This design comes from an exercise in tuning for a short achievable clock period and few clock cycles on the open sky130 flow, not from production work.
In this exercise RTL edits were held to simulation tests only and were not proved equivalent to the original.
Power and IR drop assume default switching activity.

<file path="flow/design.v">
`timescale 1ns/10ps
`default_nettype none
module ksAdd #(
  parameter integer N = 32,
  parameter integer L = 5               
) (
  input  wire [N-1:0] a,
  input  wire [N-1:0] b,
  input  wire         cin,
  output wire [N-1:0] sum,
  output wire         cout
);
  wire [N-1:0] g [0:L];
  wire [N-1:0] p [0:L];
  wire [N-1:0] h = a ^ b;
  assign g[0] = (a & b) | {{(N-1){1'b0}}, h[0] & cin};
  assign p[0] = h;
  genvar i, j;
  generate
    for (i = 0; i < L; i = i + 1) begin : lvl
      for (j = 0; j < N; j = j + 1) begin : bitj
        if (j >= (1 << i)) begin : comb
          assign g[i+1][j] = g[i][j] | (p[i][j] & g[i][j - (1 << i)]);
          assign p[i+1][j] = p[i][j] & p[i][j - (1 << i)];
        end else begin : pass
          assign g[i+1][j] = g[i][j];
          assign p[i+1][j] = p[i][j];
        end
      end
    end
  endgenerate
  wire [N:0] c = {g[L], cin};
  assign sum  = h ^ c[N-1:0];
  assign cout = c[N];
endmodule
module alu (
  input  wire [31:0] a,
  input  wire [31:0] b,
  input  wire [31:0] bAdd,      
  input  wire        opAdd,
  input  wire        opSub,
  input  wire        opAnd,
  input  wire        opOr,
  input  wire        opNor,
  input  wire        opSlt,
  output wire [31:0] sum,
  output wire [31:0] result
);
  wire        subtract = opSub | opSlt;
  wire        co;
  ksAdd #(.N(32), .L(5)) u_add (.a(a), .b(bAdd), .cin(subtract), .sum(sum), .cout(co));
  wire        lt = (a[31] != b[31]) ? a[31] : sum[31];
  assign result = ({32{opAdd | opSub}} & sum) |
                  ({32{opAnd}} & (a & b)) |
                  ({32{opOr}}  & (a | b)) |
                  ({32{opNor}} & ~(a | b)) |
                  ({31'd0, opSlt & lt});
endmodule
module brTarget (
  input  wire [29:0] pc4,
  input  wire [15:0] off,
  input  wire        cin,
  output wire [29:0] tgt
);
  wire [15:0] lo;
  wire        c16;
  ksAdd #(.N(16), .L(4)) u_lo (.a(pc4[15:0]), .b(off), .cin(cin), .sum(lo), .cout(c16));
  wire [13:0] upP = pc4[29:16] + 14'd1;
  wire [13:0] upM = pc4[29:16] - 14'd1;
  assign tgt = {(off[15] == c16) ? pc4[29:16] : (c16 ? upP : upM), lo};
endmodule
`default_nettype wire
`timescale 1ns/10ps
`default_nettype none
module regFile (
  input  wire        clk,
  input  wire        reset,
  input  wire [4:0]  addrA,
  input  wire [4:0]  addrB,
  input  wire [4:0]  writeAddr,
  input  wire [31:0] writeData,
  input  wire        writeEn,
  output wire [31:0] dataA,
  output wire [31:0] dataB
);
  reg [32*32-1:32] regs;    
  reg [31:1] written;
  integer i;
  always @(posedge clk) begin
    for (i = 1; i < 32; i = i + 1) begin
      if (reset)
        written[i] <= 1'b0;
      else if (writeEn && writeAddr == i)
        written[i] <= 1'b1;
      if (writeEn && writeAddr == i)
        regs[32*i +: 32] <= writeData;
    end
  end
  reg [31:0] rA, rB;
  always @(*) begin
    rA = 32'd0;
    rB = 32'd0;
    for (i = 1; i < 32; i = i + 1) begin
      rA = rA | ({32{addrA == i && written[i]}} & regs[32*i +: 32]);
      rB = rB | ({32{addrB == i && written[i]}} & regs[32*i +: 32]);
    end
  end
  assign dataA = (writeEn && writeAddr == addrA && addrA != 5'd0) ? writeData : rA;
  assign dataB = (writeEn && writeAddr == addrB && addrB != 5'd0) ? writeData : rB;
endmodule
`default_nettype wire
`timescale 1ns/10ps
`default_nettype none
module mcCpu (
  input  wire        clk,
  input  wire        reset,
  input  wire [31:0] memData,
  input  wire        memReady,
  output wire [31:0] memAddr,
  output wire [31:0] memWdata,
  output wire        memRead,
  output wire        memWrite,
  output wire        halted,
  output wire [31:0] pc
);
  localparam integer IW  = 5;            
  localparam integer NE  = 1 << IW;      
  localparam integer TW  = 30 - IW;      
  localparam [29:0]  WIN = 30'd24;       
  localparam [29:0]  FAR = 30'd30;       
  integer i;
  reg          mq_rd, mq_wr, mq_d;
  reg [31:0]   mq_a, mq_wd;
  reg [29:0]   mq_p1, mq_p2;
  reg [NE-1:0] mq_oh;
  reg          inv_v;
  reg [IW-1:0] inv_ix;
  reg [29:0]   fpc;
  reg [NE-1:0] fpc_oh;
  reg [29:0]   pfa;
  reg [NE-1:0] pfa_oh;
  reg          d_v, d_pred, d_tagok;
  reg [31:0]   d_ir;
  reg [29:0]   d_pc, d_alt;
  reg [NE-1:0] d_aoh;
  reg          x_v;
  reg [4:0]    x_rd;
  reg [31:0]   x_a, x_b, x_bi, x_sd;
  reg          x_fAm, x_fBm, x_fSm;
  reg          x_add, x_sub, x_and, x_or, x_nor, x_slt, x_subt;
  reg          x_ld, x_st, x_beq, x_bne, x_pred, x_halt;
  reg [29:0]   x_pc4;
  reg [29:0]   x_rpc;                  
  reg [NE-1:0] x_roh;
  reg          m_we, m_fwd, m_ld;
  reg [4:0]    m_rd;
  reg [31:0]   m_res;
  reg          w_we;
  reg [4:0]    w_rd;
  reg [31:0]   w_val;
  reg          halt_r;
  reg [29:0]   hpc;
  reg          mo_rd, mo_wr, mo_halt;
  reg [31:0]   mo_a, mo_wd;
  reg [NE-1:0] c_v;
  reg [TW-1:0] c_tag [0:NE-1];
  reg [31:0]   c_d   [0:NE-1];
  reg [NE-1:0] c_p;
  reg [29:0]   c_t   [0:NE-1];
  assign memAddr  = mo_a;
  assign memWdata = mo_wd;
  assign memRead  = mo_rd;
  assign memWrite = mo_wr;
  assign halted   = mo_halt;
  assign pc       = {hpc, 2'b00};
  function [NE-1:0] onehot;
    input [IW-1:0] ix;
    begin
      onehot = {{(NE-1){1'b0}}, 1'b1} << ix;
    end
  endfunction
  function [NE-1:0] rotl1;
    input [NE-1:0] v;
    begin
      rotl1 = {v[NE-2:0], v[NE-1]};
    end
  endfunction
  wire portBusyD = mq_d & ~memReady;
  wire mHold     = portBusyD & mq_rd;
  wire mqF       = mq_rd & ~mq_d;            
  wire portWait  = (mq_rd | mq_wr) & ~memReady;
  wire [5:0]  md_op   = memData[31:26];
  wire        md_j    = (md_op == 6'b000010);
  wire        md_beq  = (md_op == 6'b000100);
  wire        md_bne  = (md_op == 6'b000101);
  wire        md_same = (memData[25:21] == memData[20:16]);
  wire        md_pred = md_j | (md_bne & ~md_same) | (md_beq & (md_same | memData[15]));
  wire        md_loop = ~md_j & memData[15] & (&memData[14:6]);
  wire [29:0] md_jt   = {mq_p1[29:26], memData[25:0]};
  wire [29:0] md_bt0, md_bt1, md_bt2;
  brTarget u_mdT0 (.pc4(mq_p1), .off(memData[15:0]), .cin(1'b0), .tgt(md_bt0));
  brTarget u_mdT1 (.pc4(mq_p1), .off(memData[15:0]), .cin(1'b1), .tgt(md_bt1));
  brTarget u_mdT2 (.pc4(mq_p2), .off(memData[15:0]), .cin(1'b1), .tgt(md_bt2));
  wire [29:0] md_tgt  = md_j ? md_jt : md_bt0;                 
  wire [29:0] md_tgt1 = md_j ? md_jt + 30'd1 : md_bt1;         
  wire [29:0] md_tgt2 = md_j ? md_jt + 30'd2 : md_bt2;         
  wire [NE-1:0] md_toh = onehot(md_tgt[IW-1:0]);
  reg          fr_v, fr_p;
  reg [TW-1:0] fr_tag;
  reg [31:0]   fr_d;
  reg [29:0]   fr_t;
  always @(*) begin
    fr_v = 1'b0; fr_p = 1'b0; fr_tag = {TW{1'b0}}; fr_d = 32'd0; fr_t = 30'd0;
    for (i = 0; i < NE; i = i + 1) begin
      fr_v   = fr_v   | (fpc_oh[i] & c_v[i]);
      fr_p   = fr_p   | (fpc_oh[i] & c_p[i]);
      fr_tag = fr_tag | ({TW{fpc_oh[i]}} & c_tag[i]);
      fr_d   = fr_d   | ({32{fpc_oh[i]}} & c_d[i]);
      fr_t   = fr_t   | ({30{fpc_oh[i]}} & c_t[i]);
    end
  end
  wire        fhit = fr_v & (fr_tag[5:0] == fpc[IW+5:IW]);
  wire        ftagok = (fr_tag == fpc[29:IW]);
  wire [31:0] f_ir = fr_d;
  wire        f_p  = fr_p;
  wire [29:0] f_t  = fr_t;
  wire [29:0] fpc1 = fpc + 30'd1;
  wire [29:0] fpc2 = fpc + 30'd2;
  wire [NE-1:0] f_toh = onehot(f_t[IW-1:0]);
  wire [5:0]  d_op = d_ir[31:26];
  wire [5:0]  d_fn = d_ir[5:0];
  wire [4:0]  d_rs = d_ir[25:21];
  wire [4:0]  d_rt = d_ir[20:16];
  wire [4:0]  d_rdf = d_ir[15:11];
  wire [15:0] d_imm = d_ir[15:0];
  wire d_isR   = (d_op == 6'b000000);
  wire d_fAdd  = d_isR & (d_fn == 6'b100000);
  wire d_fSub  = d_isR & (d_fn == 6'b100010);
  wire d_fAnd  = d_isR & (d_fn == 6'b100100);
  wire d_fOr   = d_isR & (d_fn == 6'b100101);
  wire d_fNor  = d_isR & (d_fn == 6'b100111);
  wire d_fSlt  = d_isR & (d_fn == 6'b101010);
  wire d_rOk   = d_fAdd | d_fSub | d_fAnd | d_fOr | d_fNor | d_fSlt;
  wire d_addi  = (d_op == 6'b001000);
  wire d_lui   = (d_op == 6'b001111);
  wire d_lw    = (d_op == 6'b100011);
  wire d_sw    = (d_op == 6'b101011);
  wire d_beq   = (d_op == 6'b000100);
  wire d_bne   = (d_op == 6'b000101);
  wire d_j     = (d_op == 6'b000010);
  wire d_legal = d_rOk | d_addi | d_lui | d_lw | d_sw | d_beq | d_bne | d_j;
  wire d_useRs = d_rOk | d_addi | d_lw | d_sw | d_beq | d_bne;
  wire d_useRt = d_rOk | d_sw | d_beq | d_bne;
  wire d_bReg  = d_rOk | d_beq | d_bne;         
  wire d_subt  = d_fSub | d_fSlt;
  wire [4:0] d_dst = ~d_legal ? 5'd0 :
                     (d_rOk ? d_rdf : ((d_addi | d_lui | d_lw) ? d_rt : 5'd0));
  wire [31:0] d_immv = d_lui ? {d_imm, 16'h0000} : {{16{d_imm[15]}}, d_imm};
  wire [31:0] rfA, rfB;
  regFile u_regFile (
    .clk(clk),
    .reset(reset),
    .addrA(d_rs),
    .addrB(d_rt),
    .writeAddr(w_rd),
    .writeData(w_val),
    .writeEn(w_we),
    .dataA(rfA),
    .dataB(rfB)
  );
  wire [31:0] m_val  = m_ld ? memData : m_res;
  wire        d_mA   = m_we & (m_rd == d_rs);
  wire        d_mB   = m_we & (m_rd == d_rt);
  wire [31:0] d_opA  = d_mA ? m_val : rfA;
  wire [31:0] d_opB  = d_mB ? m_val : rfB;
  wire        x_wr   = x_v & (x_rd != 5'd0) & ~x_ld;
  wire        d_xA   = x_wr & (x_rd == d_rs);
  wire        d_xB   = x_wr & (x_rd == d_rt);
  wire [31:0] d_b    = d_bReg ? d_opB : d_immv;
  wire d_hz = d_v & x_v & x_ld & (x_rd != 5'd0) &
              ((d_useRs & (d_rs == x_rd)) | (d_useRt & (d_rt == x_rd)));
  wire [29:0] d_pc4 = d_pc + 30'd1;
  wire [31:0] fa  = x_fAm ? m_res : x_a;
  wire [31:0] fb  = x_fBm ? m_res : x_b;
  wire [31:0] fbi = x_fBm ? (m_res ^ {32{x_subt}}) : x_bi;
  wire [31:0] fs  = x_fSm ? m_res : x_sd;
  wire [31:0] x_sum, x_res;
  alu u_alu (
    .a(fa),
    .b(fb),
    .bAdd(fbi),
    .opAdd(x_add),
    .opSub(x_sub),
    .opAnd(x_and),
    .opOr(x_or),
    .opNor(x_nor),
    .opSlt(x_slt),
    .sum(x_sum),
    .result(x_res)
  );
  wire x_eq    = (fa == fb);
  wire x_taken = (x_beq & x_eq) | (x_bne & ~x_eq);
  wire redirX  = x_v & (x_beq | x_bne) & (x_taken ^ x_pred);
  wire haltX   = x_v & x_halt;
  wire flushX  = redirX | haltX | halt_r;
  wire xMem    = x_v & (x_ld | x_st);
  wire stopF   = halt_r | haltX;
  wire xHold   = mHold | (portBusyD & (xMem | haltX));
  wire refetch = d_v & ~d_tagok & ~flushX;   
  wire dHold = d_v & d_tagok & (d_hz | xHold);   
  wire fgo   = ~dHold & fhit & ~flushX & ~refetch;   
  wire fjump = fgo & f_p;                    
  wire inFlightF = mqF & (mq_a[31:2] == fpc);
  wire demand    = ~fhit & ~inFlightF & ~stopF;
  wire follow    = mqF & md_pred & ~md_loop & ~stopF;    
  reg          pr_v;
  reg [TW-1:0] pr_tag;
  always @(*) begin
    pr_v = 1'b0; pr_tag = {TW{1'b0}};
    for (i = 0; i < NE; i = i + 1) begin
      pr_v   = pr_v   | (pfa_oh[i] & c_v[i]);
      pr_tag = pr_tag | ({TW{pfa_oh[i]}} & c_tag[i]);
    end
  end
  wire        pfHit  = (pr_v & (pr_tag[5:0] == pfa[IW+5:IW])) | (mqF & (mq_a[31:2] == pfa));
  wire [29:0] pfa1   = pfa + 30'd1;
  wire [29:0] pfa2   = pfa + 30'd2;
  wire [29:0] pAhead = pfa - fpc;
  wire        pInWin = (pAhead < WIN);
  wire        resync = ~(pAhead < FAR);      
  wire        pfNeed = pInWin & ~pfHit & ~stopF;
  reg [29:0]   s_pfa;
  reg [NE-1:0] s_pfoh;
  always @(*) begin
    if (resync) begin
      s_pfa = fpc; s_pfoh = fpc_oh;
    end else if (pInWin & pfHit) begin
      s_pfa = pfa1; s_pfoh = rotl1(pfa_oh);
    end else begin
      s_pfa = pfa; s_pfoh = pfa_oh;
    end
  end
  reg          a_rd, a_wr, a_d;
  reg [31:0]   a_a, a_wd;
  reg [29:0]   a_p1, a_p2, a_pfa;
  reg [NE-1:0] a_oh, a_pfoh;
  always @(*) begin
    a_rd = 1'b0; a_wr = 1'b0; a_d = 1'b0; a_a = mq_a; a_wd = mq_wd;
    a_p1 = mq_p1; a_p2 = mq_p2; a_oh = mq_oh;
    if (follow) begin
      a_pfa = md_tgt; a_pfoh = md_toh;
    end else begin
      a_pfa = s_pfa; a_pfoh = s_pfoh;
    end
    if (xMem) begin
      a_rd = x_ld; a_wr = x_st; a_d = 1'b1; a_a = x_sum; a_wd = fs;
    end else if (demand) begin
      a_rd = 1'b1; a_a = {fpc, 2'b00}; a_p1 = fpc1; a_p2 = fpc2; a_oh = fpc_oh;
    end else if (follow) begin
      a_rd = 1'b1; a_a = {md_tgt, 2'b00}; a_p1 = md_tgt1; a_p2 = md_tgt2; a_oh = md_toh;
      a_pfa = md_tgt1; a_pfoh = rotl1(md_toh);
    end else if (pfNeed) begin
      a_rd = 1'b1; a_a = {pfa, 2'b00}; a_p1 = pfa1; a_p2 = pfa2; a_oh = pfa_oh;
      a_pfa = pfa1; a_pfoh = rotl1(pfa_oh);
    end
  end
  reg          b_rd, b_wr, b_d;
  reg [31:0]   b_a, b_wd;
  reg [29:0]   b_pfa;
  reg [NE-1:0] b_pfoh;
  always @(*) begin
    b_rd = mq_rd; b_wr = mq_wr; b_d = mq_d; b_a = mq_a; b_wd = mq_wd;
    b_pfa = s_pfa; b_pfoh = s_pfoh;
    if (!mq_d && xMem) begin            
      b_rd = x_ld; b_wr = x_st; b_d = 1'b1; b_a = x_sum; b_wd = fs;
      b_pfa = mq_a[31:2];               
      b_pfoh = mq_oh;
    end
  end
  reg [TW-1:0] st_tag;
  always @(*) begin
    st_tag = {TW{1'b0}};   
    for (i = 0; i < NE; i = i + 1) begin
      if (mq_a[IW+1:2] == i) st_tag = c_tag[i];
    end
  end
  always @(posedge clk or posedge reset) begin
    if (reset) begin
      mo_wr   <= 1'b0;
      mo_halt <= 1'b0;
    end else begin
      mo_wr   <= ~halt_r & (portWait ? b_wr : a_wr);
      mo_halt <= halt_r | (haltX & ~xHold);
    end
  end
  always @(posedge clk) begin
    if (reset) begin
      mq_rd  <= 1'b1;           
      mq_wr  <= 1'b0;
      mq_d   <= 1'b0;
      mq_a   <= 32'd0;
      halt_r <= 1'b0;
      mo_rd  <= 1'b1;
      mo_a   <= 32'd0;
    end else begin
      if (halt_r) begin
        mq_rd <= 1'b0; mq_wr <= 1'b0; mq_d <= 1'b0;
        mo_rd <= 1'b0;
      end else if (portWait) begin
        mq_rd <= b_rd; mq_wr <= b_wr; mq_d <= b_d; mq_a <= b_a;
        mo_rd <= b_rd; mo_a <= b_a;
      end else begin
        mq_rd <= a_rd; mq_wr <= a_wr; mq_d <= a_d; mq_a <= a_a;
        mo_rd <= a_rd; mo_a <= a_a;
      end
      if (haltX & ~xHold) halt_r <= 1'b1;
    end
  end
  always @(posedge clk) begin
    if (reset) begin
      mq_p1  <= 30'd1;
      mq_p2  <= 30'd2;
      mq_oh  <= {{(NE-1){1'b0}}, 1'b1};
      pfa    <= 30'd1;
      pfa_oh <= {{(NE-2){1'b0}}, 2'b10};
      fpc    <= 30'd0;
      fpc_oh <= {{(NE-1){1'b0}}, 1'b1};
      inv_v  <= 1'b0;
      d_v    <= 1'b0;
      x_v    <= 1'b0;
      m_we   <= 1'b0;
      m_fwd  <= 1'b0;
      m_ld   <= 1'b0;
      w_we   <= 1'b0;
      c_v    <= {NE{1'b0}};
    end else begin
      if (!portWait) begin
        mq_p1 <= a_p1;
        mq_p2 <= a_p2;
        mq_oh <= a_oh;
      end
      pfa    <= portWait ? b_pfa : a_pfa;
      pfa_oh <= portWait ? b_pfoh : a_pfoh;
      inv_v  <= mq_wr & (st_tag[5:0] == mq_a[IW+7:IW+2]);    
      inv_ix <= mq_a[IW+1:2];
      for (i = 0; i < NE; i = i + 1) begin
        if (mqF && memReady && mq_oh[i])
          c_v[i] <= 1'b1;
        else if ((inv_v && inv_ix == i) || (refetch && d_pc[IW-1:0] == i))
          c_v[i] <= 1'b0;
      end
      if (redirX) begin
        fpc    <= x_rpc;
        fpc_oh <= x_roh;
      end else if (refetch) begin
        fpc    <= d_pc;
        fpc_oh <= onehot(d_pc[IW-1:0]);
      end else if (fjump) begin
        fpc    <= f_t;
        fpc_oh <= f_toh;
      end else if (fgo) begin
        fpc    <= fpc1;
        fpc_oh <= rotl1(fpc_oh);
      end
      if (flushX | refetch) d_v <= 1'b0;
      else if (!dHold)      d_v <= fgo;
      if (!xHold) x_v <= d_v & d_tagok & ~d_hz & ~flushX;
      if (!mHold) begin
        m_we  <= x_v & ~xHold & (x_rd != 5'd0);
        m_fwd <= x_v & ~xHold & (x_rd != 5'd0) & ~x_ld;
        m_ld  <= x_v & ~xHold & x_ld;
      end
      w_we <= m_we & ~mHold;
    end
  end
  always @(posedge clk) begin
    if (!halt_r) begin
      mq_wd <= portWait ? b_wd : a_wd;
      mo_wd <= portWait ? b_wd : a_wd;
    end
    for (i = 0; i < NE; i = i + 1) begin
      if (mqF && memReady && mq_oh[i]) begin
        c_tag[i] <= mq_a[31:IW+2];
        c_d[i]   <= memData;
        c_p[i]   <= md_pred;
        c_t[i]   <= md_tgt;
      end
    end
    if (haltX & ~xHold) hpc <= x_pc4;
    if (!dHold) begin
      d_ir   <= f_ir;
      d_pc   <= fpc;
      d_tagok <= ftagok;
      d_pred <= f_p;
      d_alt  <= f_p ? fpc1 : f_t;
      d_aoh  <= f_p ? rotl1(fpc_oh) : f_toh;
    end
    if (!xHold) begin
      x_pc4  <= d_pc4;
      x_rd   <= d_dst;
      x_a    <= d_useRs ? d_opA : 32'd0;
      x_b    <= d_b;
      x_bi   <= d_subt ? ~d_b : d_b;
      x_sd   <= d_opB;
      x_fAm  <= d_useRs & d_xA;
      x_fBm  <= d_bReg & d_xB;
      x_fSm  <= d_sw & d_xB;
      x_add  <= d_fAdd | d_addi | d_lui | d_lw | d_sw;
      x_sub  <= d_fSub;
      x_and  <= d_fAnd;
      x_or   <= d_fOr;
      x_nor  <= d_fNor;
      x_slt  <= d_fSlt;
      x_subt <= d_subt;
      x_ld   <= d_lw;
      x_st   <= d_sw;
      x_beq  <= d_beq;
      x_bne  <= d_bne;
      x_pred <= d_pred;
      x_halt <= ~d_legal;
      x_rpc  <= d_alt;
      x_roh  <= d_aoh;
    end else begin
      x_a   <= fa;
      x_b   <= fb;
      x_bi  <= fbi;
      x_sd  <= fs;
      x_fAm <= 1'b0;
      x_fBm <= 1'b0;
      x_fSm <= 1'b0;
      if (redirX) x_pred <= x_taken;      
    end
    if (!mHold) begin
      m_rd  <= x_rd;
      m_res <= x_res;
    end
    w_rd  <= m_rd;
    w_val <= m_val;
  end
endmodule
`default_nettype wire
</file>
<file path="flow/flow/run.sh">
#!/bin/bash
set -euo pipefail
bash standard.sh SETUP_SLACK_MARGIN=6.5 finish > standard.log 2>&1
</file>
<file path="flow/standard.sh">
#!/bin/bash
# synth_recipe.tcl (not shown) runs the flow's synth.tcl, then flattens the netlist and writes it again
# the make line also repeats each setting of config.mk as NAME=value (left out here)
make -C /OpenROAD-flow-scripts/flow DESIGN_CONFIG=/design/flow/config.mk WORK_HOME=/design/flow/orfs CLKGATE_MAP_FILE= SYNTH_SCRIPT=/design/flow/synth_recipe.tcl "${@:-finish}"
</file>
<file path="flow/config.mk">
export PLATFORM = sky130hd
export DESIGN_NAME = mcCpu
export DESIGN_NICKNAME = mcCpu
export VERILOG_FILES = /design/flow/design.v
export SDC_FILE = /design/flow/constraint.sdc
export NUM_CORES = 8
export LEC_CHECK = 0
export ABC_CLOCK_PERIOD_IN_PS = 3000
export CAP_MARGIN = 20
export CORE_MARGIN = 2
export CORE_UTILIZATION = 45
export GPL_ROUTABILITY_DRIVEN = 1
export PLACE_DENSITY = 0.6
export SLEW_MARGIN = 20
export TNS_END_PERCENT = 100
</file>
<file path="flow/constraint.sdc">
create_clock -name core_clock -period 10.0 [get_ports {clk}]
set_input_delay 2.0000 -clock core_clock [delete_from_list [all_inputs] [get_ports {clk}]]
set_output_delay 2.0000 -clock core_clock [all_outputs]
set_load 0.01 [all_outputs]
</file>
==> metrics.csv <==
metric;value;unit
clockBufferDepth;4;
dieWidth;660.2;um
critPathCaptureType;register;
reg2reg_to;pfa_oh[29]$_SDFF_PP0_;
port_buffers;131;
power_frac_comb;21.8;%
clkTransAtPathRegs;0.07;ns
die_area;435900;um^2
clock_skew;0.1765;ns
synth_cell_type_count;106;
min_from;d_alt[25]$_DFFE_PN_;
synth_edf_count;4148;
nNetsFinal;15130;
start_kind;register;
fin_hold_ws;0.3827;ns
crit_fanout;40;
drive_gt1_share;25.18;%
run_status;no timing/DRC/antenna violations;
dpl.hpwl;494200;um
start_util;45.10;%
cts_buffers;468;
worst_pin_slew;1.356;ns
ys_seq_elements;4609;
worstSetupPathType;register to register;
hold_viol;0;
synth_top_cell_by_area;edfxtp_1;
gp_congestion;1.024;
internal_power;36.42;mW
grt_overflow;0;
grt_max_degree;80;
p_total;52.89;mW
min_period_over_period;47.97;%
worst_ep_arrival_time;5.78;ns
track_usage;43.86;%
root_buffer;clkbuf_16;
hold_depth;0;
grt_pass1_wl;1295000;um
ys_warn_count;7;
synth_area_per_cell;13.99;um^2
clk_latency;1.11;ns
hold_class;register to register;
synth-main-ff-cell;edfxtp_1;
power_frac_seq;44.5;%
finalWirelength;1005000;um
synth_area_leaders;edfxtp_1 (64%), a22oi_1 (5.8%), dfxtp_1 (4.7%);
cap_violations;0;
initialDrtViolationCount;36590;
via_per_inst;7.654;
h-tree-depth;5;
maxSlewViolCount;0;
power_leakage;82.28;nW
rsz0062_at_grt;yes;
synth_commonest_cells;edfxtp_1 (4148), a22oi_1 (1491), clkbuf_1 (871);
drc;0;
die_h;660.2;um
syn_area;193800;um^2
powerDensity;217.2;nW/um^2
p_sw_share;31.15;%
r2r-start;pfa_oh[10]$_SDFF_PP0_;
wl_per_cell;47.58;um
min_to;x_rpc[25]$_DFFE_PP_;
cts_sinks;4609;
worstRegToRegCells;14;
grt_pass1_vias;144000;
clock.fmax;208.5;MHz
synth_most_common_cell;edfxtp_1;
syn_inst;13860;
synth_top_area_share;64.27;%
cp.required;10.98;ns
ir_drop;0.0001817;V
ys_seq_area_share;69.04;%
ios;134;
setup_viol;0;
tns;0;ns
cts_hold_buf;0;
power.switching;16.47;mW
antenna_found_initial;101;
area_growth;25.69;%
relSlewSlack;9.503;%
core;429700;um^2
regToRegSetupSlack;5.20;ns
first_pass_iters;22;
synthArstFlopShare;0.04339;%
cts_tree;yes;
fp-row-count;241;
p_clk_share;33.7;%
antenna_left;0;
fin_crit;4.797;ns
vias;161700;
[worst max path at each step]
stage / cells past startpoint / from / end / slack [ns]
after floorplan: 14 / memData[9] / mq_a[22]$_SDFFE_PP0P_ / 5.21
after global placement: 11 / memData[29] / mq_oh[0]$_SDFFE_PP1P_ / 2.45
after detailed placement: 11 / memData[27] / mq_oh[0]$_SDFFE_PP1P_ / 3.02
after CTS: 17 / pfa[0]$_SDFF_PP1_ / mq_oh[15]$_SDFFE_PP0P_ / 5.43
after global routing: 17 / fpc[19]$_SDFFE_PP0P_ / mq_p1[14]$_SDFFE_PP0P_ / 5.17
final: 14 / pfa_oh[10]$_SDFF_PP0_ / pfa_oh[29]$_SDFF_PP0_ / 5.20
[sequential cells by signal (all words and copies together), names as in the netlist, 800 cells and up]
name,cells
c_d,1024
c_t,960
c_tag,800
u_regFile.regs,992
[critical path, stage by stage (launching register included)]
cell and delay [ns]:
dfxtp_1 0.77, a22oi_1 0.40, nand4_1 0.20, nor4_4 0.70
xnor2_2 0.26, nor4_4 0.40, a41oi_4 0.17, buf_8 0.28
inv_1 0.16, buf_12 0.28, nand3_4 0.24, buf_12 0.23
a22oi_1 0.21, a211oi_1 0.14, o211a_1 0.24
[layout make-up]
type / instances / area, um^2
Fill cell: 33470 / 186100
Sequential cell: 4609 / 134100
Multi-Input combinational cell: 7955 / 63580
Timing Repair Buffer: 1683 / 22070
Clock buffer: 601 / 12530
Tap cell: 5710 / 7144
Clock inverter: 273 / 2679
Inverter: 205 / 1099
Antenna cell: 81 / 202.7
Timing Repair inverter: 13 / 145.1
[repair_timing]
action,4_1_cts,5_1_grt
buffers inserted,623,280
pin swaps,294,309
endpoints found under the setup margin,4266,2156
endpoints found under the hold margin,0,0
cloned,181,41
resized for setup,1941,755
[metal layers]
| layer | global-route usage (%) | wire, um | part of all wire (%) | up-vias |
|---|---|---|---|---|
| li1 | - | - | - | 58580 |
| met1 | 54.85 | 331800 | 33 | 80090 |
| met2 | 58.04 | 383200 | 38 | 18140 |
| met3 | 23.92 | 198000 | 20 | 4813 |
| met4 | 28.17 | 88880 | 8.8 | 114 |
| met5 | 2.272 | 3429 | 0.34 | - |
[per-stage QoR]
| step | util [%] | instances | worst slack [ns] | area, um^2 |
|---|---|---|---|---|
| after global placement | 47.61 | 19050 | 2.454 | 204600 |
| final | 56.69 | 21130 | 5.203 | 243600 |
| after detailed placement | 47.61 | 19050 | 3.024 | 204600 |
| after CTS | 55.05 | 20730 | 5.427 | 236500 |
| after global routing | 56.65 | 21060 | 5.172 | 243400 |
| after floorplan | - | 13860 | 5.208 | 196900 |
[cell usage in the layout (no fill, tap or decap), types with 351 or more instances in the layout]
cell	n
edfxtp_1	4148
a22oi_1	1487
buf_4	799
nor2_1	768
clkbuf_16	510
a221oi_1	509
a22o_1	491
a21oi_1	388
nand4_1	378
nand2_1	351
[power by group through the flow]
stage	Clock [mW]	Sequential, mW	Combinational (mW)
2_1_floorplan	0	23.3	4.41
3_3_place_gp	0	23.9	7.61
3_5_place_dp	0	23.9	7.64
4_1_cts	17.7	23.4	9.79
5_1_grt	18.4	23.5	11.5
6_report	17.8	23.5	11.6
[cell families (layout without fill, tap and decap cells)]
| group | Yosys count | in the layout | synth area share, % |
|---|---|---|---|
| mux | 409 | 409 | 2.269 |
| xor+xnor | 393 | 394 | 1.776 |
| buf+inv | 1333 | 2775 | 2.640 |
| compound gates | 4193 | 4211 | 16.21 |
| flops | 4609 | 4609 | 69.04 |
| simple gates | 2760 | 2782 | 7.028 |
| other cells | 1 | 83 | 0.001935 |
| fa+ha+maj | 157 | 157 | 1.033 |
Testbench counts, summed over its fixed seeds: cycles 29,190.

what the ideal ports hide:
In the flow no input, the clock included, has a driving cell. The finished layout below was timed again as built, in two steps.
Step 1: set_driving_cell puts a clkbuf_16 on clk and a buf_2 on each other input, an assumption about the parent block.
Step 2, shift: input delay + t, output delay - t, t = (earliest + latest rising clock arrival at the registers) / 2. This alone moves slack from input paths to output paths.
a / b / c = ideal ports / drivers / drivers and shift; a / b = the first two.
t (ns): 1.175
setup slack, ns: 5.203 / 5.203 / 4.395
hold slack, ns: 0.383 / 0.383 / 0.383
worst setup path at the end: input to register
worst register clock-pin slew, ns: 0.07 / 0.07
After both steps this run still meets setup and hold. For this run, drivers alone change the setup slack by 0.000 ns; drivers and shift together by -0.808 ns.
